What follows belongs to an exercise in optimizing a design on an open flow for small area, a short achievable clock period and few clock cycles per item; a production flow would make more cautious choices.
In this exercise RTL edits were held to simulation tests only and were not proved equivalent to the original.

--- flow/run.sh ---
#!/bin/bash
# Own flow: the standard layout (standard.sh, unchanged synthesis), with
# two changes:
#  - every input and output port still gets its own buffer, but a plain
#    sky130_fd_sc_hd__buf_1 rather than the delay cell buffer_ports picks by
#    itself;
#  - clock tree synthesis adds no dummy loads and drives the register
#    clusters with sky130_fd_sc_hd__clkbuf_4 (the tree above them is as
#    usual).
# standard.sh's output goes to standard.log; each ORFS step keeps its own log
# under orfs/logs/.
set -euo pipefail
bash standard.sh "BUFFER_PORTS_ARGS=-buffer_cell sky130_fd_sc_hd__buf_1" \
  "CTS_ARGS=-sink_clustering_enable -repair_clock_nets -dont_use_dummy_load -sink_clustering_buffer sky130_fd_sc_hd__clkbuf_4" \
  finish > standard.log 2>&1
--- standard.sh ---
#!/bin/bash
# synth_recipe.tcl (not shown) runs the flow's synth.tcl, then flattens the netlist and writes it again
# the make line also repeats each setting of config.mk as NAME=value (left out here)
make -C /OpenROAD-flow-scripts/flow DESIGN_CONFIG=/design/flow/config.mk WORK_HOME=/design/flow/orfs CLKGATE_MAP_FILE= SYNTH_SCRIPT=/design/flow/synth_recipe.tcl "${@:-finish}"
--- config.mk ---
export PLATFORM = sky130hd
export DESIGN_NAME = radix_string_to_integer_unit
export DESIGN_NICKNAME = radix_string_to_integer_unit
export VERILOG_FILES = /design/flow/design.v
export SDC_FILE = /design/flow/constraint.sdc
export NUM_CORES = 4
export LEC_CHECK = 0
export ABC_AREA = 1
export CAP_MARGIN = 20
export CORE_MARGIN = 2
export CORE_UTILIZATION = 55
export PLACE_DENSITY = 0.7
export SETUP_SLACK_MARGIN = 2.5
export SLEW_MARGIN = 20
--- constraint.sdc ---
create_clock -name core_clock -period 6.5 [get_ports {i_clk}]
set_input_delay 1.3000 -clock core_clock [delete_from_list [all_inputs] [get_ports {i_clk}]]
set_output_delay 1.3000 -clock core_clock [all_outputs]
set_load 0.01 [all_outputs]
--- design.v ---
package rsti_pkg;
    localparam int MAX_DIGITS = 16;
    localparam int IDX_W      = 4;
    localparam int CNT_W      = 5;
    localparam int VAL_W      = 64;
    localparam int LO_W       = 32;
    localparam int Q_DEPTH    = 2;
    localparam int Q_PTR_W    = 1;
    localparam int Q_CNT_W    = 2;
    localparam logic [7:0] CH_MINUS = 8'h2D;
    localparam logic [7:0] CH_PLUS  = 8'h2B;
    localparam logic [7:0] CH_SPACE = 8'h20;
    localparam logic [7:0] CH_LF    = 8'h0A;
    localparam logic [7:0] CH_TAB   = 8'h09;
    localparam logic [7:0] CH_CR    = 8'h0D;
    localparam logic [7:0] CH_VT    = 8'h0B;
    localparam logic [7:0] CH_FF    = 8'h0C;
    localparam logic [7:0] CH_NUL   = 8'h00;
    localparam logic [1:0] REG_RADIX       = 2'd0;
    localparam logic [1:0] REG_DIGIT_COUNT = 2'd1;
    localparam logic [1:0] REG_DIGITS_LOW  = 2'd2;
    localparam logic [1:0] REG_DIGITS_HIGH = 2'd3;
    localparam logic [4:0]  RST_RADIX       = 5'd10;
    localparam logic [4:0]  RST_DIGIT_COUNT = 5'd10;
    localparam logic [63:0] RST_DIGITS_LOW  = 64'h3736_3534_3332_3130;
    localparam logic [63:0] RST_DIGITS_HIGH = 64'h0000_0000_0000_3938;
    typedef enum logic [1:0] {
        PH_WS   = 2'd0,
        PH_SIGN = 2'd1,
        PH_DIG  = 2'd2,
        PH_DONE = 2'd3
    } t_phase;
    typedef struct packed {
        logic             first;
        logic             space;
        logic             minus;
        logic             plus;
        logic             hit;
        logic [3:0]       idx;
    } t_tok;
    function automatic logic [7:0] booth(input logic [4:0] r);
        logic one0, two0, neg0, one1, two1, neg1, one2, two2;
        one0 = r[0];
        two0 = r[1] && !r[0];
        neg0 = r[1];
        one1 = r[1] ^ r[2];
        two1 = (r[3:1] == 3'b011) || (r[3:1] == 3'b100);
        neg1 = r[3] && !(r[2] && r[1]);
        one2 = r[3] ^ r[4];
        two2 = r[3] && r[4];
        booth = {two2, one2, neg1, two1, one1, neg0, two0, one0};
    endfunction
endpackage
module rsti_front (
    input  logic                        i_clk,
    input  logic                        i_rst_n,
    input  logic                        i_valid,
    output logic                        o_ready,
    input  logic [7:0]                  i_ch,
    input  logic                        i_first,
    input  logic [rsti_pkg::CNT_W-1:0]  i_digit_count,
    input  logic [2*rsti_pkg::VAL_W-1:0] i_alphabet,
    output logic                        o_qvalid,
    output rsti_pkg::t_tok              o_qtok,
    input  logic                        i_qpop
);
    rsti_pkg::t_tok                     w_tok;
    rsti_pkg::t_tok                     r_tok;
    logic                               r_tvalid;
    logic [7:0]                         w_entry;
    logic                               w_big;
    logic                               w_nul;
    always_comb begin
        w_big       = i_digit_count[4];
        w_nul       = (i_ch == rsti_pkg::CH_NUL);
        w_tok.first = i_first;
        w_tok.space = (i_ch == rsti_pkg::CH_SPACE) || (i_ch == rsti_pkg::CH_LF) ||
                      (i_ch == rsti_pkg::CH_TAB) || (i_ch == rsti_pkg::CH_CR) ||
                      (i_ch == rsti_pkg::CH_VT) || (i_ch == rsti_pkg::CH_FF);
        w_tok.minus = (i_ch == rsti_pkg::CH_MINUS);
        w_tok.plus  = (i_ch == rsti_pkg::CH_PLUS);
        w_tok.hit   = 1'b0;
        w_tok.idx   = '0;
        w_entry     = '0;
        for (int k = rsti_pkg::MAX_DIGITS - 1; k >= 0; k--) begin
            w_entry = i_alphabet[8*k +: 8];
            if ((w_big || (4'(k) < i_digit_count[3:0])) && !w_nul && (w_entry == i_ch)) begin
                w_tok.hit = 1'b1;
                w_tok.idx = rsti_pkg::IDX_W'(k);
            end
        end
    end
    assign o_ready  = i_qpop;
    assign o_qvalid = r_tvalid;
    assign o_qtok   = r_tok;
    always_ff @(posedge i_clk) begin
        if (i_qpop) begin
            r_tok <= w_tok;
        end
    end
    always_ff @(posedge i_clk) begin
        if (!i_rst_n) begin
            r_tvalid <= 1'b0;
        end else if (i_qpop) begin
            r_tvalid <= i_valid;
        end
    end
endmodule
module rsti_back (
    input  logic                          i_clk,
    input  logic                          i_rst_n,
    input  logic                          i_qvalid,
    input  rsti_pkg::t_tok                i_qtok,
    output logic                          o_qpop,
    input  logic [7:0]                    i_booth,
    input  logic [4:0]                    i_rm1,
    output logic                          o_valid,
    input  logic                          i_ready,
    output logic signed [rsti_pkg::VAL_W-1:0] o_value
);
    localparam int LO_W = rsti_pkg::LO_W;
    localparam int HI_W = rsti_pkg::VAL_W - LO_W;
    rsti_pkg::t_phase               r_phase;
    rsti_pkg::t_phase               n_phase;
    rsti_pkg::t_phase               w_ph;
    logic                           r_par;
    logic                           n_par;
    logic                           w_par;
    logic [LO_W-1:0]                r_lo;
    logic [HI_W-1:0]                r_hi;
    logic [LO_W-1:0]                w_lo_mac;
    logic                           w_lo_c;
    logic [4:0]                     w_lo_ca;
    logic [4:0]                     w_lo_cb;
    logic [4:0]                     w_carry;
    logic [HI_W-1:0]                w_hi_mac;
    logic [5:0]                     w_f;
    logic [LO_W-1:0]                w_lo_ld;
    logic [HI_W-1:0]                w_hi_ld;
    logic [4:0]                     r_ca;
    logic [4:0]                     r_cb;
    logic                           r_c;
    logic                           r_hmac;
    logic                           r_oval;
    logic                           w_run;
    logic                           w_pop;
    logic                           w_pre;
    logic                           w_emit;
    logic                           w_dig;
    logic                           w_rz;
    logic                           w_mac;
    logic                           w_load;
    logic                           w_lo_load;
    logic                           w_lo_step;
    logic                           w_lo_keep;
    logic                           w_hi_step;
    logic                           w_hi_keep;
    logic [LO_W-1:0]                w_lo_next;
    logic [HI_W-1:0]                w_hi_next;
    assign w_run   = !r_oval || i_ready;
    assign w_pop   = i_qvalid && w_run;
    assign o_qpop  = w_run;
    assign o_valid = r_oval;
    assign o_value = {r_hi, r_lo} ^ {rsti_pkg::VAL_W{r_par}};
    always_comb begin
        w_ph   = i_qtok.first ? rsti_pkg::PH_WS : r_phase;
        w_par  = i_qtok.first ? 1'b0 : r_par;
        w_pre  = (w_ph == rsti_pkg::PH_WS) || (w_ph == rsti_pkg::PH_SIGN);
        w_emit = 1'b0;
        w_dig  = 1'b0;
        n_phase = w_ph;
        n_par   = w_par;
        if (w_ph == rsti_pkg::PH_DONE) begin
            n_phase = rsti_pkg::PH_DONE;
        end else if ((w_ph == rsti_pkg::PH_WS) && i_qtok.space) begin
            n_phase = rsti_pkg::PH_WS;
        end else if (w_pre && i_qtok.minus) begin
            n_phase = rsti_pkg::PH_SIGN;
            n_par   = ~w_par;
        end else if (w_pre && i_qtok.plus) begin
            n_phase = rsti_pkg::PH_SIGN;
        end else if (i_qtok.hit) begin
            w_dig   = 1'b1;
            n_phase = rsti_pkg::PH_DIG;
        end else begin
            w_emit  = 1'b1;
            n_phase = rsti_pkg::PH_DONE;
        end
    end
    always_comb begin
        w_rz    = !(i_booth[0] || i_booth[1] || i_booth[3] || i_booth[4] ||
                    i_booth[6] || i_booth[7]);
        w_mac   = w_dig && !i_qtok.first && !w_rz;
        w_load  = i_qtok.first || (w_pre && i_qtok.minus) || (w_dig && w_rz);
        w_f     = 6'(i_qtok.idx) + (r_par ? 6'(i_rm1) : 6'd0);
        if (w_dig) begin
            w_lo_ld = w_par ? {{(LO_W-4){i_qtok.idx == '0}}, i_qtok.idx - 4'd1}
                            : LO_W'(i_qtok.idx);
            w_hi_ld = {HI_W{w_par && (i_qtok.idx == '0)}};
        end else begin
            w_lo_ld = {LO_W{n_par}};
            w_hi_ld = {HI_W{n_par}};
        end
    end
    rsti_mac_lo u_mac_lo (
        .i_v (r_lo),
        .i_b (i_booth),
        .i_f (w_f),
        .o_y (w_lo_mac),
        .o_c (w_lo_c),
        .o_ca (w_lo_ca),
        .o_cb (w_lo_cb)
    );
    assign w_carry = r_ca + r_cb + 5'(r_c);
    rsti_mac_hi u_mac_hi (
        .i_v (r_hi),
        .i_b (i_booth),
        .i_c (w_carry),
        .o_y (w_hi_mac)
    );
    always_comb begin
        w_lo_load = w_pop && w_load;
        w_lo_step = w_pop && w_mac;
        w_lo_keep = !(w_lo_load || w_lo_step);
        w_hi_step = r_hmac && !w_lo_load;
        w_hi_keep = !(w_lo_load || w_hi_step);
        w_lo_next = ({LO_W{w_lo_load}} & w_lo_ld) | ({LO_W{w_lo_step}} & w_lo_mac) |
                    ({LO_W{w_lo_keep}} & r_lo);
        w_hi_next = ({HI_W{w_lo_load}} & w_hi_ld) | ({HI_W{w_hi_step}} & w_hi_mac) |
                    ({HI_W{w_hi_keep}} & r_hi);
    end
    always_ff @(posedge i_clk) begin
        r_lo <= w_lo_next;
        r_hi <= w_hi_next;
        r_ca <= w_lo_ca;
        r_cb <= w_lo_cb;
        r_c  <= w_lo_c;
    end
    always_ff @(posedge i_clk) begin
        if (!i_rst_n) begin
            r_phase <= rsti_pkg::PH_DONE;
            r_par   <= 1'b0;
            r_oval  <= 1'b0;
            r_hmac  <= 1'b0;
        end else begin
            if (w_pop && w_emit) begin
                r_oval <= 1'b1;
            end else if (i_ready) begin
                r_oval <= 1'b0;
            end
            if (w_pop) begin
                r_phase <= n_phase;
                r_par   <= n_par;
            end
            r_hmac <= w_pop && w_mac;
        end
    end
endmodule
module rsti_mac_lo (
    input  logic [31:0] i_v,
    input  logic [7:0] i_b,
    input  logic [5:0] i_f,
    output logic [31:0] o_y,
    output logic o_c,
    output logic [4:0] o_ca,
    output logic [4:0] o_cb
);
    logic t0;
    logic t1;
    logic t2;
    logic t3;
    logic t4;
    logic t5;
    logic t6;
    logic t7;
    logic t8;
    logic t9;
    logic t10;
    logic t11;
    logic t12;
    logic t13;
    logic t14;
    logic t15;
    logic t16;
    logic t17;
    logic t18;
    logic t19;
    logic t20;
    logic t21;
    logic t22;
    logic t23;
    logic t24;
    logic t25;
    logic t26;
    logic t27;
    logic t28;
    logic t29;
    logic t30;
    logic t31;
    logic t32;
    logic t33;
    logic t34;
    logic t35;
    logic t36;
    logic t37;
    logic t38;
    logic t39;
    logic t40;
    logic t41;
    logic t42;
    logic t43;
    logic t44;
    logic t45;
    logic t46;
    logic t47;
    logic t48;
    logic t49;
    logic t50;
    logic t51;
    logic t52;
    logic t53;
    logic t54;
    logic t55;
    logic t56;
    logic t57;
    logic t58;
    logic t59;
    logic t60;
    logic t61;
    logic t62;
    logic t63;
    logic t64;
    logic t65;
    logic t66;
    logic t67;
    logic t68;
    logic t69;
    logic t70;
    logic t71;
    logic t72;
    logic t73;
    logic t74;
    logic t75;
    logic t76;
    logic t77;
    logic t78;
    logic t79;
    logic t80;
    logic t81;
    logic t82;
    logic t83;
    logic t84;
    logic t85;
    logic t86;
    logic t87;
    logic t88;
    logic t89;
    logic t90;
    logic t91;
    logic t92;
    logic t93;
    logic t94;
    logic t95;
    logic t96;
    logic t97;
    logic t98;
    logic t99;
    logic t100;
    logic t101;
    logic t102;
    logic t103;
    logic t104;
    logic t105;
    logic t106;
    logic t107;
    logic t108;
    logic t109;
    logic t110;
    logic t111;
    logic t112;
    logic t113;
    logic t114;
    logic t115;
    logic t116;
    logic t117;
    logic t118;
    logic t119;
    logic t120;
    logic t121;
    logic t122;
    logic t123;
    logic t124;
    logic t125;
    logic t126;
    logic t127;
    logic t128;
    logic t129;
    logic t130;
    logic t131;
    logic t132;
    logic t133;
    logic t134;
    logic t135;
    logic t136;
    logic t137;
    logic t138;
    logic t139;
    logic t140;
    logic t141;
    logic t142;
    logic t143;
    logic t144;
    logic t145;
    logic t146;
    logic t147;
    logic t148;
    logic t149;
    logic t150;
    logic t151;
    logic t152;
    logic t153;
    logic t154;
    logic t155;
    logic t156;
    logic t157;
    logic t158;
    logic t159;
    logic t160;
    logic t161;
    logic t162;
    logic t163;
    logic t164;
    logic t165;
    logic t166;
    logic t167;
    logic t168;
    logic t169;
    logic t170;
    logic t171;
    logic t172;
    logic t173;
    logic t174;
    logic t175;
    logic t176;
    logic t177;
    logic t178;
    logic t179;
    logic t180;
    logic t181;
    logic t182;
    logic t183;
    logic t184;
    logic t185;
    logic t186;
    logic t187;
    logic t188;
    logic t189;
    logic t190;
    logic t191;
    logic t192;
    logic t193;
    logic t194;
    logic t195;
    logic t196;
    logic t197;
    logic t198;
    logic t199;
    logic t200;
    logic t201;
    logic t202;
    logic t203;
    logic t204;
    logic t205;
    logic t206;
    logic t207;
    logic t208;
    logic t209;
    logic t210;
    logic t211;
    logic t212;
    logic t213;
    logic t214;
    logic t215;
    logic t216;
    logic t217;
    logic t218;
    logic t219;
    logic t220;
    logic t221;
    logic t222;
    logic t223;
    logic t224;
    logic t225;
    logic t226;
    logic t227;
    logic t228;
    logic t229;
    logic t230;
    logic t231;
    logic t232;
    logic t233;
    logic t234;
    logic t235;
    logic t236;
    logic t237;
    logic t238;
    logic t239;
    logic t240;
    logic t241;
    logic t242;
    assign t0 = ((i_b[0] & i_v[0])) ^ i_b[2];
    assign t1 = ((i_b[0] & i_v[1]) | (i_b[1] & i_v[0])) ^ i_b[2];
    assign t2 = ((i_b[0] & i_v[2]) | (i_b[1] & i_v[1])) ^ i_b[2];
    assign t3 = ((i_b[0] & i_v[3]) | (i_b[1] & i_v[2])) ^ i_b[2];
    assign t4 = ((i_b[0] & i_v[4]) | (i_b[1] & i_v[3])) ^ i_b[2];
    assign t5 = ((i_b[0] & i_v[5]) | (i_b[1] & i_v[4])) ^ i_b[2];
    assign t6 = ((i_b[0] & i_v[6]) | (i_b[1] & i_v[5])) ^ i_b[2];
    assign t7 = ((i_b[0] & i_v[7]) | (i_b[1] & i_v[6])) ^ i_b[2];
    assign t8 = ((i_b[0] & i_v[8]) | (i_b[1] & i_v[7])) ^ i_b[2];
    assign t9 = ((i_b[0] & i_v[9]) | (i_b[1] & i_v[8])) ^ i_b[2];
    assign t10 = ((i_b[0] & i_v[10]) | (i_b[1] & i_v[9])) ^ i_b[2];
    assign t11 = ((i_b[0] & i_v[11]) | (i_b[1] & i_v[10])) ^ i_b[2];
    assign t12 = ((i_b[0] & i_v[12]) | (i_b[1] & i_v[11])) ^ i_b[2];
    assign t13 = ((i_b[0] & i_v[13]) | (i_b[1] & i_v[12])) ^ i_b[2];
    assign t14 = ((i_b[0] & i_v[14]) | (i_b[1] & i_v[13])) ^ i_b[2];
    assign t15 = ((i_b[0] & i_v[15]) | (i_b[1] & i_v[14])) ^ i_b[2];
    assign t16 = ((i_b[0] & i_v[16]) | (i_b[1] & i_v[15])) ^ i_b[2];
    assign t17 = ((i_b[0] & i_v[17]) | (i_b[1] & i_v[16])) ^ i_b[2];
    assign t18 = ((i_b[0] & i_v[18]) | (i_b[1] & i_v[17])) ^ i_b[2];
    assign t19 = ((i_b[0] & i_v[19]) | (i_b[1] & i_v[18])) ^ i_b[2];
    assign t20 = ((i_b[0] & i_v[20]) | (i_b[1] & i_v[19])) ^ i_b[2];
    assign t21 = ((i_b[0] & i_v[21]) | (i_b[1] & i_v[20])) ^ i_b[2];
    assign t22 = ((i_b[0] & i_v[22]) | (i_b[1] & i_v[21])) ^ i_b[2];
    assign t23 = ((i_b[0] & i_v[23]) | (i_b[1] & i_v[22])) ^ i_b[2];
    assign t24 = ((i_b[0] & i_v[24]) | (i_b[1] & i_v[23])) ^ i_b[2];
    assign t25 = ((i_b[0] & i_v[25]) | (i_b[1] & i_v[24])) ^ i_b[2];
    assign t26 = ((i_b[0] & i_v[26]) | (i_b[1] & i_v[25])) ^ i_b[2];
    assign t27 = ((i_b[0] & i_v[27]) | (i_b[1] & i_v[26])) ^ i_b[2];
    assign t28 = ((i_b[0] & i_v[28]) | (i_b[1] & i_v[27])) ^ i_b[2];
    assign t29 = ((i_b[0] & i_v[29]) | (i_b[1] & i_v[28])) ^ i_b[2];
    assign t30 = ((i_b[0] & i_v[30]) | (i_b[1] & i_v[29])) ^ i_b[2];
    assign t31 = ((i_b[0] & i_v[31]) | (i_b[1] & i_v[30])) ^ i_b[2];
    assign t32 = ((i_b[1] & i_v[31])) ^ i_b[2];
    assign t33 = ((i_b[3] & i_v[0])) ^ i_b[5];
    assign t34 = ((i_b[3] & i_v[1]) | (i_b[4] & i_v[0])) ^ i_b[5];
    assign t35 = ((i_b[3] & i_v[2]) | (i_b[4] & i_v[1])) ^ i_b[5];
    assign t36 = ((i_b[3] & i_v[3]) | (i_b[4] & i_v[2])) ^ i_b[5];
    assign t37 = ((i_b[3] & i_v[4]) | (i_b[4] & i_v[3])) ^ i_b[5];
    assign t38 = ((i_b[3] & i_v[5]) | (i_b[4] & i_v[4])) ^ i_b[5];
    assign t39 = ((i_b[3] & i_v[6]) | (i_b[4] & i_v[5])) ^ i_b[5];
    assign t40 = ((i_b[3] & i_v[7]) | (i_b[4] & i_v[6])) ^ i_b[5];
    assign t41 = ((i_b[3] & i_v[8]) | (i_b[4] & i_v[7])) ^ i_b[5];
    assign t42 = ((i_b[3] & i_v[9]) | (i_b[4] & i_v[8])) ^ i_b[5];
    assign t43 = ((i_b[3] & i_v[10]) | (i_b[4] & i_v[9])) ^ i_b[5];
    assign t44 = ((i_b[3] & i_v[11]) | (i_b[4] & i_v[10])) ^ i_b[5];
    assign t45 = ((i_b[3] & i_v[12]) | (i_b[4] & i_v[11])) ^ i_b[5];
    assign t46 = ((i_b[3] & i_v[13]) | (i_b[4] & i_v[12])) ^ i_b[5];
    assign t47 = ((i_b[3] & i_v[14]) | (i_b[4] & i_v[13])) ^ i_b[5];
    assign t48 = ((i_b[3] & i_v[15]) | (i_b[4] & i_v[14])) ^ i_b[5];
    assign t49 = ((i_b[3] & i_v[16]) | (i_b[4] & i_v[15])) ^ i_b[5];
    assign t50 = ((i_b[3] & i_v[17]) | (i_b[4] & i_v[16])) ^ i_b[5];
    assign t51 = ((i_b[3] & i_v[18]) | (i_b[4] & i_v[17])) ^ i_b[5];
    assign t52 = ((i_b[3] & i_v[19]) | (i_b[4] & i_v[18])) ^ i_b[5];
    assign t53 = ((i_b[3] & i_v[20]) | (i_b[4] & i_v[19])) ^ i_b[5];
    assign t54 = ((i_b[3] & i_v[21]) | (i_b[4] & i_v[20])) ^ i_b[5];
    assign t55 = ((i_b[3] & i_v[22]) | (i_b[4] & i_v[21])) ^ i_b[5];
    assign t56 = ((i_b[3] & i_v[23]) | (i_b[4] & i_v[22])) ^ i_b[5];
    assign t57 = ((i_b[3] & i_v[24]) | (i_b[4] & i_v[23])) ^ i_b[5];
    assign t58 = ((i_b[3] & i_v[25]) | (i_b[4] & i_v[24])) ^ i_b[5];
    assign t59 = ((i_b[3] & i_v[26]) | (i_b[4] & i_v[25])) ^ i_b[5];
    assign t60 = ((i_b[3] & i_v[27]) | (i_b[4] & i_v[26])) ^ i_b[5];
    assign t61 = ((i_b[3] & i_v[28]) | (i_b[4] & i_v[27])) ^ i_b[5];
    assign t62 = ((i_b[3] & i_v[29]) | (i_b[4] & i_v[28])) ^ i_b[5];
    assign t63 = ((i_b[3] & i_v[30]) | (i_b[4] & i_v[29])) ^ i_b[5];
    assign t64 = ((i_b[3] & i_v[31]) | (i_b[4] & i_v[30])) ^ i_b[5];
    assign t65 = ((i_b[4] & i_v[31])) ^ i_b[5];
    assign t66 = (i_b[6] & i_v[0]);
    assign t67 = (i_b[6] & i_v[1]) | (i_b[7] & i_v[0]);
    assign t68 = (i_b[6] & i_v[2]) | (i_b[7] & i_v[1]);
    assign t69 = (i_b[6] & i_v[3]) | (i_b[7] & i_v[2]);
    assign t70 = (i_b[6] & i_v[4]) | (i_b[7] & i_v[3]);
    assign t71 = (i_b[6] & i_v[5]) | (i_b[7] & i_v[4]);
    assign t72 = (i_b[6] & i_v[6]) | (i_b[7] & i_v[5]);
    assign t73 = (i_b[6] & i_v[7]) | (i_b[7] & i_v[6]);
    assign t74 = (i_b[6] & i_v[8]) | (i_b[7] & i_v[7]);
    assign t75 = (i_b[6] & i_v[9]) | (i_b[7] & i_v[8]);
    assign t76 = (i_b[6] & i_v[10]) | (i_b[7] & i_v[9]);
    assign t77 = (i_b[6] & i_v[11]) | (i_b[7] & i_v[10]);
    assign t78 = (i_b[6] & i_v[12]) | (i_b[7] & i_v[11]);
    assign t79 = (i_b[6] & i_v[13]) | (i_b[7] & i_v[12]);
    assign t80 = (i_b[6] & i_v[14]) | (i_b[7] & i_v[13]);
    assign t81 = (i_b[6] & i_v[15]) | (i_b[7] & i_v[14]);
    assign t82 = (i_b[6] & i_v[16]) | (i_b[7] & i_v[15]);
    assign t83 = (i_b[6] & i_v[17]) | (i_b[7] & i_v[16]);
    assign t84 = (i_b[6] & i_v[18]) | (i_b[7] & i_v[17]);
    assign t85 = (i_b[6] & i_v[19]) | (i_b[7] & i_v[18]);
    assign t86 = (i_b[6] & i_v[20]) | (i_b[7] & i_v[19]);
    assign t87 = (i_b[6] & i_v[21]) | (i_b[7] & i_v[20]);
    assign t88 = (i_b[6] & i_v[22]) | (i_b[7] & i_v[21]);
    assign t89 = (i_b[6] & i_v[23]) | (i_b[7] & i_v[22]);
    assign t90 = (i_b[6] & i_v[24]) | (i_b[7] & i_v[23]);
    assign t91 = (i_b[6] & i_v[25]) | (i_b[7] & i_v[24]);
    assign t92 = (i_b[6] & i_v[26]) | (i_b[7] & i_v[25]);
    assign t93 = (i_b[6] & i_v[27]) | (i_b[7] & i_v[26]);
    assign t94 = (i_b[6] & i_v[28]) | (i_b[7] & i_v[27]);
    assign t95 = (i_b[6] & i_v[29]) | (i_b[7] & i_v[28]);
    assign t96 = (i_b[6] & i_v[30]) | (i_b[7] & i_v[29]);
    assign t97 = (i_b[6] & i_v[31]) | (i_b[7] & i_v[30]);
    assign t98 = (i_b[7] & i_v[31]);
    assign t99 = t2 ^ t33;
    assign t100 = t2 & t33;
    assign t101 = t3 ^ t34;
    assign t102 = t3 & t34;
    assign t103 = t4 ^ t35 ^ t66;
    assign t104 = (t4 & t35) | (t4 & t66) | (t35 & t66);
    assign t105 = t5 ^ t36 ^ t67;
    assign t106 = (t5 & t36) | (t5 & t67) | (t36 & t67);
    assign t107 = t6 ^ t37;
    assign t108 = t6 & t37;
    assign t109 = t7 ^ t38;
    assign t110 = t7 & t38;
    assign t111 = t8 ^ t39;
    assign t112 = t8 & t39;
    assign t113 = t9 ^ t40;
    assign t114 = t9 & t40;
    assign t115 = t10 ^ t41;
    assign t116 = t10 & t41;
    assign t117 = t11 ^ t42;
    assign t118 = t11 & t42;
    assign t119 = t12 ^ t43;
    assign t120 = t12 & t43;
    assign t121 = t13 ^ t44;
    assign t122 = t13 & t44;
    assign t123 = t14 ^ t45;
    assign t124 = t14 & t45;
    assign t125 = t15 ^ t46;
    assign t126 = t15 & t46;
    assign t127 = t16 ^ t47;
    assign t128 = t16 & t47;
    assign t129 = t17 ^ t48;
    assign t130 = t17 & t48;
    assign t131 = t18 ^ t49;
    assign t132 = t18 & t49;
    assign t133 = t19 ^ t50;
    assign t134 = t19 & t50;
    assign t135 = t20 ^ t51;
    assign t136 = t20 & t51;
    assign t137 = t21 ^ t52;
    assign t138 = t21 & t52;
    assign t139 = t22 ^ t53;
    assign t140 = t22 & t53;
    assign t141 = t23 ^ t54;
    assign t142 = t23 & t54;
    assign t143 = t24 ^ t55;
    assign t144 = t24 & t55;
    assign t145 = t25 ^ t56;
    assign t146 = t25 & t56;
    assign t147 = t26 ^ t57;
    assign t148 = t26 & t57;
    assign t149 = t27 ^ t58;
    assign t150 = t27 & t58;
    assign t151 = t28 ^ t59;
    assign t152 = t28 & t59;
    assign t153 = t29 ^ t60;
    assign t154 = t29 & t60;
    assign t155 = t30 ^ t61;
    assign t156 = t30 & t61;
    assign t157 = t31 ^ t62;
    assign t158 = t31 & t62;
    assign t159 = t32 ^ t63;
    assign t160 = t32 & t63;
    assign t161 = i_b[2] ^ t64;
    assign t162 = i_b[2] & t64;
    assign t163 = i_b[2] ^ t65;
    assign t164 = i_b[2] & t65;
    assign t165 = i_b[2] ^ i_b[5];
    assign t166 = i_b[2] & i_b[5];
    assign t167 = i_b[2] ^ i_b[5];
    assign t168 = i_b[2] & i_b[5];
    assign t169 = t0 ^ i_b[2];
    assign t170 = t0 & i_b[2];
    assign t171 = t1 ^ i_f[1];
    assign t172 = t1 & i_f[1];
    assign t173 = t99 ^ i_b[5] ^ i_f[2];
    assign t174 = (t99 & i_b[5]) | (t99 & i_f[2]) | (i_b[5] & i_f[2]);
    assign t175 = t100 ^ t101 ^ i_f[3];
    assign t176 = (t100 & t101) | (t100 & i_f[3]) | (t101 & i_f[3]);
    assign t177 = t102 ^ t103 ^ i_f[4];
    assign t178 = (t102 & t103) | (t102 & i_f[4]) | (t103 & i_f[4]);
    assign t179 = t104 ^ t105 ^ i_f[5];
    assign t180 = (t104 & t105) | (t104 & i_f[5]) | (t105 & i_f[5]);
    assign t181 = t106 ^ t107 ^ t68;
    assign t182 = (t106 & t107) | (t106 & t68) | (t107 & t68);
    assign t183 = t108 ^ t109 ^ t69;
    assign t184 = (t108 & t109) | (t108 & t69) | (t109 & t69);
    assign t185 = t110 ^ t111 ^ t70;
    assign t186 = (t110 & t111) | (t110 & t70) | (t111 & t70);
    assign t187 = t112 ^ t113 ^ t71;
    assign t188 = (t112 & t113) | (t112 & t71) | (t113 & t71);
    assign t189 = t114 ^ t115 ^ t72;
    assign t190 = (t114 & t115) | (t114 & t72) | (t115 & t72);
    assign t191 = t116 ^ t117 ^ t73;
    assign t192 = (t116 & t117) | (t116 & t73) | (t117 & t73);
    assign t193 = t118 ^ t119 ^ t74;
    assign t194 = (t118 & t119) | (t118 & t74) | (t119 & t74);
    assign t195 = t120 ^ t121 ^ t75;
    assign t196 = (t120 & t121) | (t120 & t75) | (t121 & t75);
    assign t197 = t122 ^ t123 ^ t76;
    assign t198 = (t122 & t123) | (t122 & t76) | (t123 & t76);
    assign t199 = t124 ^ t125 ^ t77;
    assign t200 = (t124 & t125) | (t124 & t77) | (t125 & t77);
    assign t201 = t126 ^ t127 ^ t78;
    assign t202 = (t126 & t127) | (t126 & t78) | (t127 & t78);
    assign t203 = t128 ^ t129 ^ t79;
    assign t204 = (t128 & t129) | (t128 & t79) | (t129 & t79);
    assign t205 = t130 ^ t131 ^ t80;
    assign t206 = (t130 & t131) | (t130 & t80) | (t131 & t80);
    assign t207 = t132 ^ t133 ^ t81;
    assign t208 = (t132 & t133) | (t132 & t81) | (t133 & t81);
    assign t209 = t134 ^ t135 ^ t82;
    assign t210 = (t134 & t135) | (t134 & t82) | (t135 & t82);
    assign t211 = t136 ^ t137 ^ t83;
    assign t212 = (t136 & t137) | (t136 & t83) | (t137 & t83);
    assign t213 = t138 ^ t139 ^ t84;
    assign t214 = (t138 & t139) | (t138 & t84) | (t139 & t84);
    assign t215 = t140 ^ t141 ^ t85;
    assign t216 = (t140 & t141) | (t140 & t85) | (t141 & t85);
    assign t217 = t142 ^ t143 ^ t86;
    assign t218 = (t142 & t143) | (t142 & t86) | (t143 & t86);
    assign t219 = t144 ^ t145 ^ t87;
    assign t220 = (t144 & t145) | (t144 & t87) | (t145 & t87);
    assign t221 = t146 ^ t147 ^ t88;
    assign t222 = (t146 & t147) | (t146 & t88) | (t147 & t88);
    assign t223 = t148 ^ t149 ^ t89;
    assign t224 = (t148 & t149) | (t148 & t89) | (t149 & t89);
    assign t225 = t150 ^ t151 ^ t90;
    assign t226 = (t150 & t151) | (t150 & t90) | (t151 & t90);
    assign t227 = t152 ^ t153 ^ t91;
    assign t228 = (t152 & t153) | (t152 & t91) | (t153 & t91);
    assign t229 = t154 ^ t155 ^ t92;
    assign t230 = (t154 & t155) | (t154 & t92) | (t155 & t92);
    assign t231 = t156 ^ t157 ^ t93;
    assign t232 = (t156 & t157) | (t156 & t93) | (t157 & t93);
    assign t233 = t158 ^ t159 ^ t94;
    assign t234 = (t158 & t159) | (t158 & t94) | (t159 & t94);
    assign t235 = t160 ^ t161 ^ t95;
    assign t236 = (t160 & t161) | (t160 & t95) | (t161 & t95);
    assign t237 = t162 ^ t163 ^ t96;
    assign t238 = (t162 & t163) | (t162 & t96) | (t163 & t96);
    assign t239 = t164 ^ t165 ^ t97;
    assign t240 = (t164 & t165) | (t164 & t97) | (t165 & t97);
    assign t241 = t166 ^ t167 ^ t98;
    assign t242 = (t166 & t167) | (t166 & t98) | (t167 & t98);
    assign {o_c, o_y} = {1'b0, t230, t228, t226, t224, t222, t220, t218, t216, t214, t212, t210, t208, t206, t204, t202, t200, t198, t196, t194, t192, t190, t188, t186, t184, t182, t180, t178, t176, t174, t172, t170, t169} + {1'b0, t231, t229, t227, t225, t223, t221, t219, t217, t215, t213, t211, t209, t207, t205, t203, t201, t199, t197, t195, t193, t191, t189, t187, t185, t183, t181, t179, t177, t175, t173, t171, i_f[0]};
    assign o_ca = {t240, t238, t236, t234, t232};
    assign o_cb = {t241, t239, t237, t235, t233};
endmodule
module rsti_mac_hi (
    input  logic [31:0] i_v,
    input  logic [7:0] i_b,
    input  logic [4:0] i_c,
    output logic [31:0] o_y
);
    logic t0;
    logic t1;
    logic t2;
    logic t3;
    logic t4;
    logic t5;
    logic t6;
    logic t7;
    logic t8;
    logic t9;
    logic t10;
    logic t11;
    logic t12;
    logic t13;
    logic t14;
    logic t15;
    logic t16;
    logic t17;
    logic t18;
    logic t19;
    logic t20;
    logic t21;
    logic t22;
    logic t23;
    logic t24;
    logic t25;
    logic t26;
    logic t27;
    logic t28;
    logic t29;
    logic t30;
    logic t31;
    logic t32;
    logic t33;
    logic t34;
    logic t35;
    logic t36;
    logic t37;
    logic t38;
    logic t39;
    logic t40;
    logic t41;
    logic t42;
    logic t43;
    logic t44;
    logic t45;
    logic t46;
    logic t47;
    logic t48;
    logic t49;
    logic t50;
    logic t51;
    logic t52;
    logic t53;
    logic t54;
    logic t55;
    logic t56;
    logic t57;
    logic t58;
    logic t59;
    logic t60;
    logic t61;
    logic t62;
    logic t63;
    logic t64;
    logic t65;
    logic t66;
    logic t67;
    logic t68;
    logic t69;
    logic t70;
    logic t71;
    logic t72;
    logic t73;
    logic t74;
    logic t75;
    logic t76;
    logic t77;
    logic t78;
    logic t79;
    logic t80;
    logic t81;
    logic t82;
    logic t83;
    logic t84;
    logic t85;
    logic t86;
    logic t87;
    logic t88;
    logic t89;
    logic t90;
    logic t91;
    logic t92;
    logic t93;
    logic t94;
    logic t95;
    logic t96;
    logic t97;
    logic t98;
    logic t99;
    logic t100;
    logic t101;
    logic t102;
    logic t103;
    logic t104;
    logic t105;
    logic t106;
    logic t107;
    logic t108;
    logic t109;
    logic t110;
    logic t111;
    logic t112;
    logic t113;
    logic t114;
    logic t115;
    logic t116;
    logic t117;
    logic t118;
    logic t119;
    logic t120;
    logic t121;
    logic t122;
    logic t123;
    logic t124;
    logic t125;
    logic t126;
    logic t127;
    logic t128;
    logic t129;
    logic t130;
    logic t131;
    logic t132;
    logic t133;
    logic t134;
    logic t135;
    logic t136;
    logic t137;
    logic t138;
    logic t139;
    logic t140;
    logic t141;
    logic t142;
    logic t143;
    logic t144;
    logic t145;
    logic t146;
    logic t147;
    logic t148;
    logic t149;
    logic t150;
    logic t151;
    logic t152;
    logic t153;
    logic t154;
    logic t155;
    logic t156;
    logic t157;
    logic t158;
    logic t159;
    logic t160;
    logic t161;
    logic t162;
    logic t163;
    logic t164;
    logic t165;
    logic t166;
    logic t167;
    logic t168;
    logic t169;
    logic t170;
    logic t171;
    logic t172;
    logic t173;
    logic t174;
    logic t175;
    logic t176;
    logic t177;
    logic t178;
    logic t179;
    logic t180;
    logic t181;
    logic t182;
    logic t183;
    logic t184;
    logic t185;
    logic t186;
    logic t187;
    logic t188;
    logic t189;
    logic t190;
    logic t191;
    logic t192;
    logic t193;
    logic t194;
    logic t195;
    logic t196;
    logic t197;
    logic t198;
    logic t199;
    logic t200;
    logic t201;
    logic t202;
    logic t203;
    logic t204;
    logic t205;
    logic t206;
    logic t207;
    logic t208;
    logic t209;
    logic t210;
    logic t211;
    logic t212;
    logic t213;
    assign t0 = ((i_b[0] & i_v[0])) ^ i_b[2];
    assign t1 = ((i_b[0] & i_v[1]) | (i_b[1] & i_v[0])) ^ i_b[2];
    assign t2 = ((i_b[0] & i_v[2]) | (i_b[1] & i_v[1])) ^ i_b[2];
    assign t3 = ((i_b[0] & i_v[3]) | (i_b[1] & i_v[2])) ^ i_b[2];
    assign t4 = ((i_b[0] & i_v[4]) | (i_b[1] & i_v[3])) ^ i_b[2];
    assign t5 = ((i_b[0] & i_v[5]) | (i_b[1] & i_v[4])) ^ i_b[2];
    assign t6 = ((i_b[0] & i_v[6]) | (i_b[1] & i_v[5])) ^ i_b[2];
    assign t7 = ((i_b[0] & i_v[7]) | (i_b[1] & i_v[6])) ^ i_b[2];
    assign t8 = ((i_b[0] & i_v[8]) | (i_b[1] & i_v[7])) ^ i_b[2];
    assign t9 = ((i_b[0] & i_v[9]) | (i_b[1] & i_v[8])) ^ i_b[2];
    assign t10 = ((i_b[0] & i_v[10]) | (i_b[1] & i_v[9])) ^ i_b[2];
    assign t11 = ((i_b[0] & i_v[11]) | (i_b[1] & i_v[10])) ^ i_b[2];
    assign t12 = ((i_b[0] & i_v[12]) | (i_b[1] & i_v[11])) ^ i_b[2];
    assign t13 = ((i_b[0] & i_v[13]) | (i_b[1] & i_v[12])) ^ i_b[2];
    assign t14 = ((i_b[0] & i_v[14]) | (i_b[1] & i_v[13])) ^ i_b[2];
    assign t15 = ((i_b[0] & i_v[15]) | (i_b[1] & i_v[14])) ^ i_b[2];
    assign t16 = ((i_b[0] & i_v[16]) | (i_b[1] & i_v[15])) ^ i_b[2];
    assign t17 = ((i_b[0] & i_v[17]) | (i_b[1] & i_v[16])) ^ i_b[2];
    assign t18 = ((i_b[0] & i_v[18]) | (i_b[1] & i_v[17])) ^ i_b[2];
    assign t19 = ((i_b[0] & i_v[19]) | (i_b[1] & i_v[18])) ^ i_b[2];
    assign t20 = ((i_b[0] & i_v[20]) | (i_b[1] & i_v[19])) ^ i_b[2];
    assign t21 = ((i_b[0] & i_v[21]) | (i_b[1] & i_v[20])) ^ i_b[2];
    assign t22 = ((i_b[0] & i_v[22]) | (i_b[1] & i_v[21])) ^ i_b[2];
    assign t23 = ((i_b[0] & i_v[23]) | (i_b[1] & i_v[22])) ^ i_b[2];
    assign t24 = ((i_b[0] & i_v[24]) | (i_b[1] & i_v[23])) ^ i_b[2];
    assign t25 = ((i_b[0] & i_v[25]) | (i_b[1] & i_v[24])) ^ i_b[2];
    assign t26 = ((i_b[0] & i_v[26]) | (i_b[1] & i_v[25])) ^ i_b[2];
    assign t27 = ((i_b[0] & i_v[27]) | (i_b[1] & i_v[26])) ^ i_b[2];
    assign t28 = ((i_b[0] & i_v[28]) | (i_b[1] & i_v[27])) ^ i_b[2];
    assign t29 = ((i_b[0] & i_v[29]) | (i_b[1] & i_v[28])) ^ i_b[2];
    assign t30 = ((i_b[0] & i_v[30]) | (i_b[1] & i_v[29])) ^ i_b[2];
    assign t31 = ((i_b[0] & i_v[31]) | (i_b[1] & i_v[30])) ^ i_b[2];
    assign t32 = ((i_b[3] & i_v[0])) ^ i_b[5];
    assign t33 = ((i_b[3] & i_v[1]) | (i_b[4] & i_v[0])) ^ i_b[5];
    assign t34 = ((i_b[3] & i_v[2]) | (i_b[4] & i_v[1])) ^ i_b[5];
    assign t35 = ((i_b[3] & i_v[3]) | (i_b[4] & i_v[2])) ^ i_b[5];
    assign t36 = ((i_b[3] & i_v[4]) | (i_b[4] & i_v[3])) ^ i_b[5];
    assign t37 = ((i_b[3] & i_v[5]) | (i_b[4] & i_v[4])) ^ i_b[5];
    assign t38 = ((i_b[3] & i_v[6]) | (i_b[4] & i_v[5])) ^ i_b[5];
    assign t39 = ((i_b[3] & i_v[7]) | (i_b[4] & i_v[6])) ^ i_b[5];
    assign t40 = ((i_b[3] & i_v[8]) | (i_b[4] & i_v[7])) ^ i_b[5];
    assign t41 = ((i_b[3] & i_v[9]) | (i_b[4] & i_v[8])) ^ i_b[5];
    assign t42 = ((i_b[3] & i_v[10]) | (i_b[4] & i_v[9])) ^ i_b[5];
    assign t43 = ((i_b[3] & i_v[11]) | (i_b[4] & i_v[10])) ^ i_b[5];
    assign t44 = ((i_b[3] & i_v[12]) | (i_b[4] & i_v[11])) ^ i_b[5];
    assign t45 = ((i_b[3] & i_v[13]) | (i_b[4] & i_v[12])) ^ i_b[5];
    assign t46 = ((i_b[3] & i_v[14]) | (i_b[4] & i_v[13])) ^ i_b[5];
    assign t47 = ((i_b[3] & i_v[15]) | (i_b[4] & i_v[14])) ^ i_b[5];
    assign t48 = ((i_b[3] & i_v[16]) | (i_b[4] & i_v[15])) ^ i_b[5];
    assign t49 = ((i_b[3] & i_v[17]) | (i_b[4] & i_v[16])) ^ i_b[5];
    assign t50 = ((i_b[3] & i_v[18]) | (i_b[4] & i_v[17])) ^ i_b[5];
    assign t51 = ((i_b[3] & i_v[19]) | (i_b[4] & i_v[18])) ^ i_b[5];
    assign t52 = ((i_b[3] & i_v[20]) | (i_b[4] & i_v[19])) ^ i_b[5];
    assign t53 = ((i_b[3] & i_v[21]) | (i_b[4] & i_v[20])) ^ i_b[5];
    assign t54 = ((i_b[3] & i_v[22]) | (i_b[4] & i_v[21])) ^ i_b[5];
    assign t55 = ((i_b[3] & i_v[23]) | (i_b[4] & i_v[22])) ^ i_b[5];
    assign t56 = ((i_b[3] & i_v[24]) | (i_b[4] & i_v[23])) ^ i_b[5];
    assign t57 = ((i_b[3] & i_v[25]) | (i_b[4] & i_v[24])) ^ i_b[5];
    assign t58 = ((i_b[3] & i_v[26]) | (i_b[4] & i_v[25])) ^ i_b[5];
    assign t59 = ((i_b[3] & i_v[27]) | (i_b[4] & i_v[26])) ^ i_b[5];
    assign t60 = ((i_b[3] & i_v[28]) | (i_b[4] & i_v[27])) ^ i_b[5];
    assign t61 = ((i_b[3] & i_v[29]) | (i_b[4] & i_v[28])) ^ i_b[5];
    assign t62 = (i_b[6] & i_v[0]);
    assign t63 = (i_b[6] & i_v[1]) | (i_b[7] & i_v[0]);
    assign t64 = (i_b[6] & i_v[2]) | (i_b[7] & i_v[1]);
    assign t65 = (i_b[6] & i_v[3]) | (i_b[7] & i_v[2]);
    assign t66 = (i_b[6] & i_v[4]) | (i_b[7] & i_v[3]);
    assign t67 = (i_b[6] & i_v[5]) | (i_b[7] & i_v[4]);
    assign t68 = (i_b[6] & i_v[6]) | (i_b[7] & i_v[5]);
    assign t69 = (i_b[6] & i_v[7]) | (i_b[7] & i_v[6]);
    assign t70 = (i_b[6] & i_v[8]) | (i_b[7] & i_v[7]);
    assign t71 = (i_b[6] & i_v[9]) | (i_b[7] & i_v[8]);
    assign t72 = (i_b[6] & i_v[10]) | (i_b[7] & i_v[9]);
    assign t73 = (i_b[6] & i_v[11]) | (i_b[7] & i_v[10]);
    assign t74 = (i_b[6] & i_v[12]) | (i_b[7] & i_v[11]);
    assign t75 = (i_b[6] & i_v[13]) | (i_b[7] & i_v[12]);
    assign t76 = (i_b[6] & i_v[14]) | (i_b[7] & i_v[13]);
    assign t77 = (i_b[6] & i_v[15]) | (i_b[7] & i_v[14]);
    assign t78 = (i_b[6] & i_v[16]) | (i_b[7] & i_v[15]);
    assign t79 = (i_b[6] & i_v[17]) | (i_b[7] & i_v[16]);
    assign t80 = (i_b[6] & i_v[18]) | (i_b[7] & i_v[17]);
    assign t81 = (i_b[6] & i_v[19]) | (i_b[7] & i_v[18]);
    assign t82 = (i_b[6] & i_v[20]) | (i_b[7] & i_v[19]);
    assign t83 = (i_b[6] & i_v[21]) | (i_b[7] & i_v[20]);
    assign t84 = (i_b[6] & i_v[22]) | (i_b[7] & i_v[21]);
    assign t85 = (i_b[6] & i_v[23]) | (i_b[7] & i_v[22]);
    assign t86 = (i_b[6] & i_v[24]) | (i_b[7] & i_v[23]);
    assign t87 = (i_b[6] & i_v[25]) | (i_b[7] & i_v[24]);
    assign t88 = (i_b[6] & i_v[26]) | (i_b[7] & i_v[25]);
    assign t89 = (i_b[6] & i_v[27]) | (i_b[7] & i_v[26]);
    assign t90 = t2 ^ t32;
    assign t91 = t2 & t32;
    assign t92 = t3 ^ t33;
    assign t93 = t3 & t33;
    assign t94 = t4 ^ t34 ^ t62;
    assign t95 = (t4 & t34) | (t4 & t62) | (t34 & t62);
    assign t96 = t5 ^ t35;
    assign t97 = t5 & t35;
    assign t98 = t6 ^ t36;
    assign t99 = t6 & t36;
    assign t100 = t7 ^ t37;
    assign t101 = t7 & t37;
    assign t102 = t8 ^ t38;
    assign t103 = t8 & t38;
    assign t104 = t9 ^ t39;
    assign t105 = t9 & t39;
    assign t106 = t10 ^ t40;
    assign t107 = t10 & t40;
    assign t108 = t11 ^ t41;
    assign t109 = t11 & t41;
    assign t110 = t12 ^ t42;
    assign t111 = t12 & t42;
    assign t112 = t13 ^ t43;
    assign t113 = t13 & t43;
    assign t114 = t14 ^ t44;
    assign t115 = t14 & t44;
    assign t116 = t15 ^ t45;
    assign t117 = t15 & t45;
    assign t118 = t16 ^ t46;
    assign t119 = t16 & t46;
    assign t120 = t17 ^ t47;
    assign t121 = t17 & t47;
    assign t122 = t18 ^ t48;
    assign t123 = t18 & t48;
    assign t124 = t19 ^ t49;
    assign t125 = t19 & t49;
    assign t126 = t20 ^ t50;
    assign t127 = t20 & t50;
    assign t128 = t21 ^ t51;
    assign t129 = t21 & t51;
    assign t130 = t22 ^ t52;
    assign t131 = t22 & t52;
    assign t132 = t23 ^ t53;
    assign t133 = t23 & t53;
    assign t134 = t24 ^ t54;
    assign t135 = t24 & t54;
    assign t136 = t25 ^ t55;
    assign t137 = t25 & t55;
    assign t138 = t26 ^ t56;
    assign t139 = t26 & t56;
    assign t140 = t27 ^ t57;
    assign t141 = t27 & t57;
    assign t142 = t28 ^ t58;
    assign t143 = t28 & t58;
    assign t144 = t29 ^ t59;
    assign t145 = t29 & t59;
    assign t146 = t30 ^ t60;
    assign t147 = t30 & t60;
    assign t148 = t31 ^ t61;
    assign t149 = t31 & t61;
    assign t150 = t0 ^ i_b[2];
    assign t151 = t0 & i_b[2];
    assign t152 = t1 ^ i_c[1];
    assign t153 = t1 & i_c[1];
    assign t154 = t90 ^ i_b[5] ^ i_c[2];
    assign t155 = (t90 & i_b[5]) | (t90 & i_c[2]) | (i_b[5] & i_c[2]);
    assign t156 = t91 ^ t92 ^ i_c[3];
    assign t157 = (t91 & t92) | (t91 & i_c[3]) | (t92 & i_c[3]);
    assign t158 = t93 ^ t94 ^ i_c[4];
    assign t159 = (t93 & t94) | (t93 & i_c[4]) | (t94 & i_c[4]);
    assign t160 = t95 ^ t96 ^ t63;
    assign t161 = (t95 & t96) | (t95 & t63) | (t96 & t63);
    assign t162 = t97 ^ t98 ^ t64;
    assign t163 = (t97 & t98) | (t97 & t64) | (t98 & t64);
    assign t164 = t99 ^ t100 ^ t65;
    assign t165 = (t99 & t100) | (t99 & t65) | (t100 & t65);
    assign t166 = t101 ^ t102 ^ t66;
    assign t167 = (t101 & t102) | (t101 & t66) | (t102 & t66);
    assign t168 = t103 ^ t104 ^ t67;
    assign t169 = (t103 & t104) | (t103 & t67) | (t104 & t67);
    assign t170 = t105 ^ t106 ^ t68;
    assign t171 = (t105 & t106) | (t105 & t68) | (t106 & t68);
    assign t172 = t107 ^ t108 ^ t69;
    assign t173 = (t107 & t108) | (t107 & t69) | (t108 & t69);
    assign t174 = t109 ^ t110 ^ t70;
    assign t175 = (t109 & t110) | (t109 & t70) | (t110 & t70);
    assign t176 = t111 ^ t112 ^ t71;
    assign t177 = (t111 & t112) | (t111 & t71) | (t112 & t71);
    assign t178 = t113 ^ t114 ^ t72;
    assign t179 = (t113 & t114) | (t113 & t72) | (t114 & t72);
    assign t180 = t115 ^ t116 ^ t73;
    assign t181 = (t115 & t116) | (t115 & t73) | (t116 & t73);
    assign t182 = t117 ^ t118 ^ t74;
    assign t183 = (t117 & t118) | (t117 & t74) | (t118 & t74);
    assign t184 = t119 ^ t120 ^ t75;
    assign t185 = (t119 & t120) | (t119 & t75) | (t120 & t75);
    assign t186 = t121 ^ t122 ^ t76;
    assign t187 = (t121 & t122) | (t121 & t76) | (t122 & t76);
    assign t188 = t123 ^ t124 ^ t77;
    assign t189 = (t123 & t124) | (t123 & t77) | (t124 & t77);
    assign t190 = t125 ^ t126 ^ t78;
    assign t191 = (t125 & t126) | (t125 & t78) | (t126 & t78);
    assign t192 = t127 ^ t128 ^ t79;
    assign t193 = (t127 & t128) | (t127 & t79) | (t128 & t79);
    assign t194 = t129 ^ t130 ^ t80;
    assign t195 = (t129 & t130) | (t129 & t80) | (t130 & t80);
    assign t196 = t131 ^ t132 ^ t81;
    assign t197 = (t131 & t132) | (t131 & t81) | (t132 & t81);
    assign t198 = t133 ^ t134 ^ t82;
    assign t199 = (t133 & t134) | (t133 & t82) | (t134 & t82);
    assign t200 = t135 ^ t136 ^ t83;
    assign t201 = (t135 & t136) | (t135 & t83) | (t136 & t83);
    assign t202 = t137 ^ t138 ^ t84;
    assign t203 = (t137 & t138) | (t137 & t84) | (t138 & t84);
    assign t204 = t139 ^ t140 ^ t85;
    assign t205 = (t139 & t140) | (t139 & t85) | (t140 & t85);
    assign t206 = t141 ^ t142 ^ t86;
    assign t207 = (t141 & t142) | (t141 & t86) | (t142 & t86);
    assign t208 = t143 ^ t144 ^ t87;
    assign t209 = (t143 & t144) | (t143 & t87) | (t144 & t87);
    assign t210 = t145 ^ t146 ^ t88;
    assign t211 = (t145 & t146) | (t145 & t88) | (t146 & t88);
    assign t212 = t147 ^ t148 ^ t89;
    assign t213 = (t147 & t148) | (t147 & t89) | (t148 & t89);
    assign o_y = {t211, t209, t207, t205, t203, t201, t199, t197, t195, t193, t191, t189, t187, t185, t183, t181, t179, t177, t175, t173, t171, t169, t167, t165, t163, t161, t159, t157, t155, t153, t151, t150} + {t212, t210, t208, t206, t204, t202, t200, t198, t196, t194, t192, t190, t188, t186, t184, t182, t180, t178, t176, t174, t172, t170, t168, t166, t164, t162, t160, t158, t156, t154, t152, i_c[0]};
endmodule
module radix_string_to_integer_unit (
    input  logic                              i_clk,
    input  logic                              i_rst_n,
    input  logic                              i_valid,
    output logic                              o_ready,
    input  logic [7:0]                        i_ch,
    input  logic                              i_first,
    output logic                              o_valid,
    input  logic                              i_ready,
    output logic signed [rsti_pkg::VAL_W-1:0] o_value,
    input  logic                              i_cfg_we,
    input  logic [1:0]                        i_cfg_idx,
    input  logic [rsti_pkg::VAL_W-1:0]        i_cfg_data
);
    logic [7:0]                  r_booth;
    logic [4:0]                  r_rm1;
    logic [rsti_pkg::CNT_W-1:0]  r_digit_count;
    logic [rsti_pkg::VAL_W-1:0]  r_digits_low;
    logic [rsti_pkg::VAL_W-1:0]  r_digits_high;
    logic                        w_qvalid;
    rsti_pkg::t_tok              w_qtok;
    logic                        w_qpop;
    always_ff @(posedge i_clk) begin
        if (!i_rst_n) begin
            r_booth       <= rsti_pkg::booth(rsti_pkg::RST_RADIX);
            r_rm1         <= rsti_pkg::RST_RADIX - 5'd1;
            r_digit_count <= rsti_pkg::RST_DIGIT_COUNT;
            r_digits_low  <= rsti_pkg::RST_DIGITS_LOW;
            r_digits_high <= rsti_pkg::RST_DIGITS_HIGH;
        end else if (i_cfg_we) begin
            case (i_cfg_idx)
                rsti_pkg::REG_RADIX: begin
                    r_booth <= rsti_pkg::booth(i_cfg_data[4:0]);
                    r_rm1   <= i_cfg_data[4:0] - 5'd1;
                end
                rsti_pkg::REG_DIGIT_COUNT: r_digit_count <= i_cfg_data[4:0];
                rsti_pkg::REG_DIGITS_LOW:  r_digits_low  <= i_cfg_data;
                rsti_pkg::REG_DIGITS_HIGH: r_digits_high <= i_cfg_data;
                default: begin
                end
            endcase
        end
    end
    rsti_front u_front (
        .i_clk         (i_clk),
        .i_rst_n       (i_rst_n),
        .i_valid       (i_valid),
        .o_ready       (o_ready),
        .i_ch          (i_ch),
        .i_first       (i_first),
        .i_digit_count (r_digit_count),
        .i_alphabet    ({r_digits_high, r_digits_low}),
        .o_qvalid      (w_qvalid),
        .o_qtok        (w_qtok),
        .i_qpop        (w_qpop)
    );
    rsti_back u_back (
        .i_clk    (i_clk),
        .i_rst_n  (i_rst_n),
        .i_qvalid (w_qvalid),
        .i_qtok   (w_qtok),
        .o_qpop   (w_qpop),
        .i_booth  (r_booth),
        .i_rm1    (r_rm1),
        .o_valid  (o_valid),
        .i_ready  (i_ready),
        .o_value  (o_value)
    );
endmodule
==> results.sh, run 1 <==
export IMPL_status="timing/DRC/antenna clean"
export IMPL_ys_warn_count=3
export IMPL_synth_compound_area_share_pct=20.7
export IMPL_cp_required_ns=6.88
export IMPL_nNetsFinal=3020
export IMPL_n_fill_cell=3239
export IMPL_synthCells=2600
export IMPL_relSlewSlack_pct=28.2
export IMPL_io_buffers=145
export IMPL_rsz0062_at_grt="true"
export IMPL_grtUsageTotal_pct=32.3
export IMPL_ctsHoldBuffers=0
export IMPL_synth_area_mux_share_pct=0
export IMPL_die_h_um=192
export IMPL_rows=68
export IMPL_num_io_pins=146
export IMPL_drtIter0Drc=1465
export IMPL_antenna_found_initial=2
export IMPL_tightest_slew_ns=1.07
export IMPL_clock_sinks=236
export IMPL_dieArea_mm2=0.0367
export IMPL_dp_hpwl_um=40400
export IMPL_finalClockSkew_ns=0.0431
export IMPL_clock_latency_ns=0.54
export IMPL_drv_slew=0
export IMPL_critPathCaptureType="flip-flop"
export IMPL_syn_avg_cell_area_um2=7.44
export IMPL_finalCoreUtilization_pct=61.9
export IMPL_final_min_clock_period_ns=3.86
export IMPL_synthXorXnorAreaFrac_pct=12.7
export IMPL_routed_wl_um=59600
export IMPL_htreeDepth=3
export IMPL_syn_area_mm2=0.0193
export IMPL_ant_nets=0
export IMPL_fmaxAchievable_mhz=259
export IMPL_synth_flop_cell="dfxtp_1"
export IMPL_die_w_um=192
export IMPL_cp_data_arrival_time_ns=4.23
export IMPL_yosys_register_bits=236
export IMPL_async_flop_share_pct=0
export IMPL_hold_class="flip-flop to flip-flop"
export IMPL_syn_nets=2889
export IMPL_synth_top_family_by_area="compound AO/OA/AOI/OAI gates"
export IMPL_yosys_area_share_adder_pct=16.3
export IMPL_grt_pass1_wl_um=94100
export IMPL_hold_violations=0
export IMPL_synth_edf_count=9
export IMPL_vias=18831
export IMPL_critPathKind="flip-flop to flip-flop"
export IMPL_post_route_period_util_pct=59.4
export IMPL_start_kind="flip-flop"
export IMPL_cts_tree="done"
export IMPL_initial_utilization_pct=55.9
export IMPL_grt_pass1_vias=18206
export IMPL_drv_cap=0
export IMPL_whs_ns=0.450
export IMPL_area_delta_synth_final_pct=10.9
export IMPL_crit_path_max_fanout=48
export IMPL_drc=0
export IMPL_clk_pin_slew_ns=0.06
export IMPL_synth_simple_gate_area_share_pct=16.7
export IMPL_via_per_inst=5.91
export IMPL_clk_path_buf_depth=3
export IMPL_routabilityCongestion=0.976
export IMPL_grt_max_degree=95
export IMPL_drive_above_1_share_pct=8.35
export IMPL_seq_area_frac_synth_pct=24.9
export IMPL_wl_per_cell_um=18.7
export IMPL_tns_ns=0
export IMPL_cts_root_buffer="clkbuf_16"
export IMPL_dr_pass1_iters=5
export IMPL_core_area_mm2=0.0346
export IMPL_setup_viol=0
export IMPL_grt_ovfl_total=0
export IMPL_cts_inserted_buffers=71
export IMPL_num_antenna_cells=0
export IMPL_ys_types=58
-- worst paths after layout --
check	start	to	slack, ns	cells after the start
hold reg to reg	r_rm1[0]	r_rm1[0]	0.45	1
setup reg to reg	r_booth[0]	u_back.r_lo[29]	2.64	24
setup / recovery	r_booth[0]	u_back.r_lo[29]	2.64	24
hold / removal	r_rm1[0]	r_rm1[0]	0.45	1
-- critical path: stages, from the launching register on --
cell	delay [ns]
dfxtp_4	0.41
inv_16	0.11
o22ai_2	0.21
xor2_1	0.21
fa_1	0.48
fa_1	0.53
ha_4	0.31
nand2_1	0.07
inv_1	0.05
nand2_1	0.05
nand2_1	0.07
a21oi_2	0.05
or2_4	0.26
nand2_2	0.08
nand2_1	0.06
nand2_1	0.09
nand2_1	0.06
inv_1	0.09
nor2_4	0.05
o21bai_4	0.16
nand2_2	0.07
nand2_1	0.06
nand2_1	0.04
nand3_1	0.06
nand3_1	0.06
-- cell families after synthesis --
logic type | Yosys count
buffers and inverters | 425
flip-flops | 236
adder cells (fa/ha/maj) | 210
AND/OR/NAND/NOR | 761
AO/OA/AOI/OAI | 687
XOR/XNOR | 281
-- final cells by class --
cell class	instances	area, um2	share of cell area (%)
timing repair buffer	188	978	4.56
multi-input combinational	1939	13200	61.5
timing repair inverter	3	23.8	0.111
inverter	292	1150	5.36
sequential	236	4840	22.6
clock buffer	71	691	3.22
tap	455	569	2.65
-- Yosys cell counts, types with 70 or more instances --
cell        n  area share, %
xor2_1    254             11
o22ai_1   180            5.8
fa_1       70            7.2
nand2_1   391            7.6
nor2_1    182            3.5
a21oi_1   195            5.0
clkbuf_1   89            1.7
nand3_1    78            2.0
ha_1      139            9.0
o21ai_0   176            4.6
dfxtp_1   227             23
inv_1     270            5.2
-- metrics by stage --
| step | cells | instance area [um2] | setup WS (ns) |
|---|---|---|---|
| after floorplan | 2600 | 19400 | 2.51 |
| after global placement | 3093 | 20100 | 1.71 |
| after detailed placement | 3093 | 20100 | 1.63 |
| after CTS | 3180 | 21100 | 2.51 |
| after global routing | 3184 | 21500 | 2.41 |
| final | 3184 | 21500 | 2.64 |
-- routing by layer --
| metal | part of all wire, % | GRT usage, % | vias to the layer above | routed length [um] |
|---|---|---|---|---|
| met4 | 3.9 | 14.1 | 4 | 2320 |
| met2 | 48 | 54.5 | 712 | 28400 |
| met3 | 7.1 | 7.56 | 163 | 4220 |
| met1 | 41 | 39.0 | 8851 | 24700 |
| li1 | - | - | 9101 | - |
| met5 | 0.047 | 0 | - | 28 |
-- repair_timing --
| item | 4_1_cts | 5_1_grt |
|---|---|---|
| gates resized for setup | 44 | 68 |
| pin swaps | 8 | 18 |
| buffers inserted | 14 | 3 |
| cloned | 2 | 1 |
| endpoints found under the setup margin | 55 | 34 |
-- cell usage in the layout (no fill, tap or decap), types with 31 or more instances in the layout --
| cell | Yosys | final |
|---|---|---|
| fa_1 | 70 | 68 |
| o21ai_0 | 176 | 168 |
| inv_1 | 270 | 265 |
| xor2_1 | 254 | 250 |
| o211ai_1 | 46 | 46 |
| nand3_1 | 78 | 78 |
| nor2_1 | 182 | 181 |
| nand2_1 | 391 | 386 |
| clkbuf_4 | 0 | 63 |
| buf_1 | 10 | 144 |
| a21oi_1 | 195 | 183 |
| ha_1 | 139 | 131 |
| buf_4 | 6 | 31 |
| o22ai_1 | 180 | 175 |
| dfxtp_1 | 227 | 219 |
| nand4_1 | 37 | 37 |
-- registers in the layout, indices dropped and copies added, names as in the netlist --
register          count
u_back.r_hi          32
u_front.r_tok         9
u_front.r_tvalid      1
u_back.r_hmac         1
r_booth               8
r_digit_count         5
u_back.r_cb           5
r_digits_high        64
u_back.r_lo          32
u_back.r_par          1
u_back.r_c            1
u_back.r_ca           5
r_rm1                 5
r_digits_low         64
u_back.r_oval         1
u_back.r_phase        2
Testbench counts, summed over its fixed seeds: cycles 18,815, items 18,783.
==> run 2, diff against run 1 <==
--- a/config.mk
+++ b/config.mk
@@ -10,5 +10,5 @@
 export CORE_MARGIN = 2
 export CORE_UTILIZATION = 55
 export PLACE_DENSITY = 0.7
-export SETUP_SLACK_MARGIN = 2.5
+export SETUP_SLACK_MARGIN = 2.45
 export SLEW_MARGIN = 20
==> run 2 against run 1 <==
Effect of this change: critical path depth down 3; register-to-register slack worse by 0.04 ns; via count up 0.20%; critical path type unchanged; largest cell class unchanged; highest routed layer is now met4.
==> results.sh, run 2 <==
export IMPL_drive_above_1_share_pct=8.47
export IMPL_setup_ws_ns=2.60
export IMPL_relSlewSlack_pct=32.1
export IMPL_area_delta_synth_final_pct=11.1
export IMPL_via_per_inst=5.91
export IMPL_finalClockSkew_ns=0.0379
export IMPL_placed_area_mm2=0.0201
export IMPL_yosysTopAreaCell="dfxtp_1"
export IMPL_drv_slew=0
export IMPL_critPathKind="flip-flop to flip-flop"
export IMPL_drc=0
export IMPL_hold_violations=0
export IMPL_r2r_end="u_back.r_hi[22]"
export IMPL_syn_area_mm2=0.0193
export IMPL_ant_nets=0
export IMPL_clk_pin_slew_ns=0.07
export IMPL_seq_area_frac_synth_pct=24.9
export IMPL_crit_path_max_fanout=19
export IMPL_hold_start="r_rm1[0]"
export IMPL_reg_top3="r_digits_high (64), r_digits_low (64)"
export IMPL_crit_path_top_delay_cell="fa_1"
export IMPL_die_w_um=192
export IMPL_initial_utilization_pct=55.9
export IMPL_cp_required_ns=6.97
export IMPL_syn_avg_cell_area_um2=7.44
export IMPL_final_min_clock_period_ns=3.90
export IMPL_pre_cts_ws_ns=1.69
export IMPL_antenna_found_initial=0
export IMPL_setup_viol=0
export IMPL_grtUsageTotal_pct=32.1
export IMPL_vias=18869
export IMPL_yosys_register_bits=236
export IMPL_num_antenna_cells=0
export IMPL_netlist_area_leader_share_pct=23.5
export IMPL_critical_path_top_delay_family="adder cells"
export IMPL_status="timing/DRC/antenna clean"
export IMPL_critPathCaptureType="flip-flop"
export IMPL_post_route_period_util_pct=60.0
export IMPL_rsz0062_at_grt="true"
export IMPL_clock_latency_ns=0.54
export IMPL_grt_pass1_vias=18257
export IMPL_layout_common_cells="383 x nand2_1, 264 x inv_1, 251 x xor2_1, 218 x dfxtp_1, 189 x a21oi_1"
export IMPL_ctsHoldBuffers=0
export IMPL_clk_path_buf_depth=3
export IMPL_ff2ff_setup_slack_ns=2.60
export IMPL_final_common_cell="nand2_1"
export IMPL_io_buffers=145
export IMPL_tightest_slew_ns=1.01
export IMPL_synth_flop_cell="dfxtp_1"
export IMPL_async_flop_share_pct=0
export IMPL_nNetsFinal=3029
export IMPL_cpPeakStageDelay_ns=0.52
export IMPL_ys_types=58
export IMPL_ff2ff_path_depth=21
export IMPL_stdcell_area_mm2=0.0215
export IMPL_synth_area_leaders="dfxtp_1 23%, xor2_1 11%, ha_1 9.0%, nand2_1 7.6%, fa_1 7.2%"
export IMPL_die_h_um=192
export IMPL_hold_path_end="r_rm1[0]"
export IMPL_cts_inserted_buffers=71
export IMPL_synth_commonest_cells="391 x nand2_1, 270 x inv_1, 254 x xor2_1, 227 x dfxtp_1, 195 x a21oi_1"
export IMPL_reg2reg_from="r_booth[0]"
export IMPL_dieArea_mm2=0.0367
export IMPL_hold_depth=1
export IMPL_tns_ns=0
[run 2: worst max path at each step]
stage	start	to	cells past startpoint
finish	r_booth[0]	u_back.r_hi[22]	21
global placement	r_booth[0]	u_back.r_hi[22]	20
CTS	r_booth[1]	u_back.r_lo[29]	24
floorplan	u_back.r_par	u_back.r_lo[19]	25
detailed placement	r_booth[0]	u_back.r_hi[22]	20
global route	r_booth[5]	u_back.r_lo[26]	23
[run 2: logic make-up (layout without fill, tap and decap cells)]
family	count (synthesis)	after routing	synth area share, %
compound gates	687	687	20.7
simple gates	761	761	16.7
fa+ha+maj	210	210	16.3
buf+inv	425	563	8.65
flops	236	236	24.9
xor+xnor	281	281	12.7
[run 2: layout make-up]
class | instances | area, um2
Multi-Input combinational cell | 1939 | 13200
Fill cell | 3216 | 13100
Sequential cell | 236 | 4840
Inverter | 292 | 1170
Timing Repair Buffer | 196 | 1020
Clock buffer | 71 | 691
Tap cell | 455 | 569
Timing Repair inverter | 4 | 40.0
[run 2: per-layer routing]
metal  part of all wire [%]  vias to the layer above  track usage [%]
met2                     49                      738             55.1
met4                    3.4                        0             12.7
met5                      0                        -                0
li1                       -                     9127                -
met3                    6.8                      158             5.75
met1                     41                     8846             39.6
[run 2: stage by stage]
stage / std cells / utilization [%]
final: 3193 / 62.1
after floorplan: 2600 / -
after global routing: 3193 / 62.1
after global placement: 3092 / 58.1
after detailed placement: 3092 / 58.1
after CTS: 3173 / 60.9
[run 2: what timing repair did]
action | 4_1_cts | 5_1_grt
setup buffers | 8 | 17
gates cloned | 2 | 3
gates resized for setup | 50 | 59
setup endpoints to repair | 44 | 29
pin swaps | 5 | 19

[separate check: timing with driven ports]
How much do the figures lean on ideal ports? The routed layouts below were timed once more, with nothing changed but the port constraints. Step 1, drivers: a clkbuf_16 drives i_clk and a buf_2 each remaining input, both assumed. Step 2 adds t to the input delays and takes it off the output delays; t is the mean of the earliest and latest rising clock arrival at the registers after step 1. Input paths then give back, and output paths get back, about the clock's delay inside the block. Three values: ideal, step 1, step 2; two values: the first two.
run | t (ns) | setup WS [ns] | slew at the worst register clock pin (ns) | worst data-port slew with drivers (ns) | cell pins on the clock port's net
run 1 | 0.573 | 2.642 / 2.642 / 2.259 | 0.07 / 0.07 | 0.07 | 1
run 2 | 0.569 | 2.601 / 2.601 / 2.451 | 0.07 / 0.07 | 0.04 | 1
After both steps every run listed still meets setup and hold. The setup slack of run 1, which loses most, moves by 0.000 ns with the drivers and by -0.383 ns with both steps.
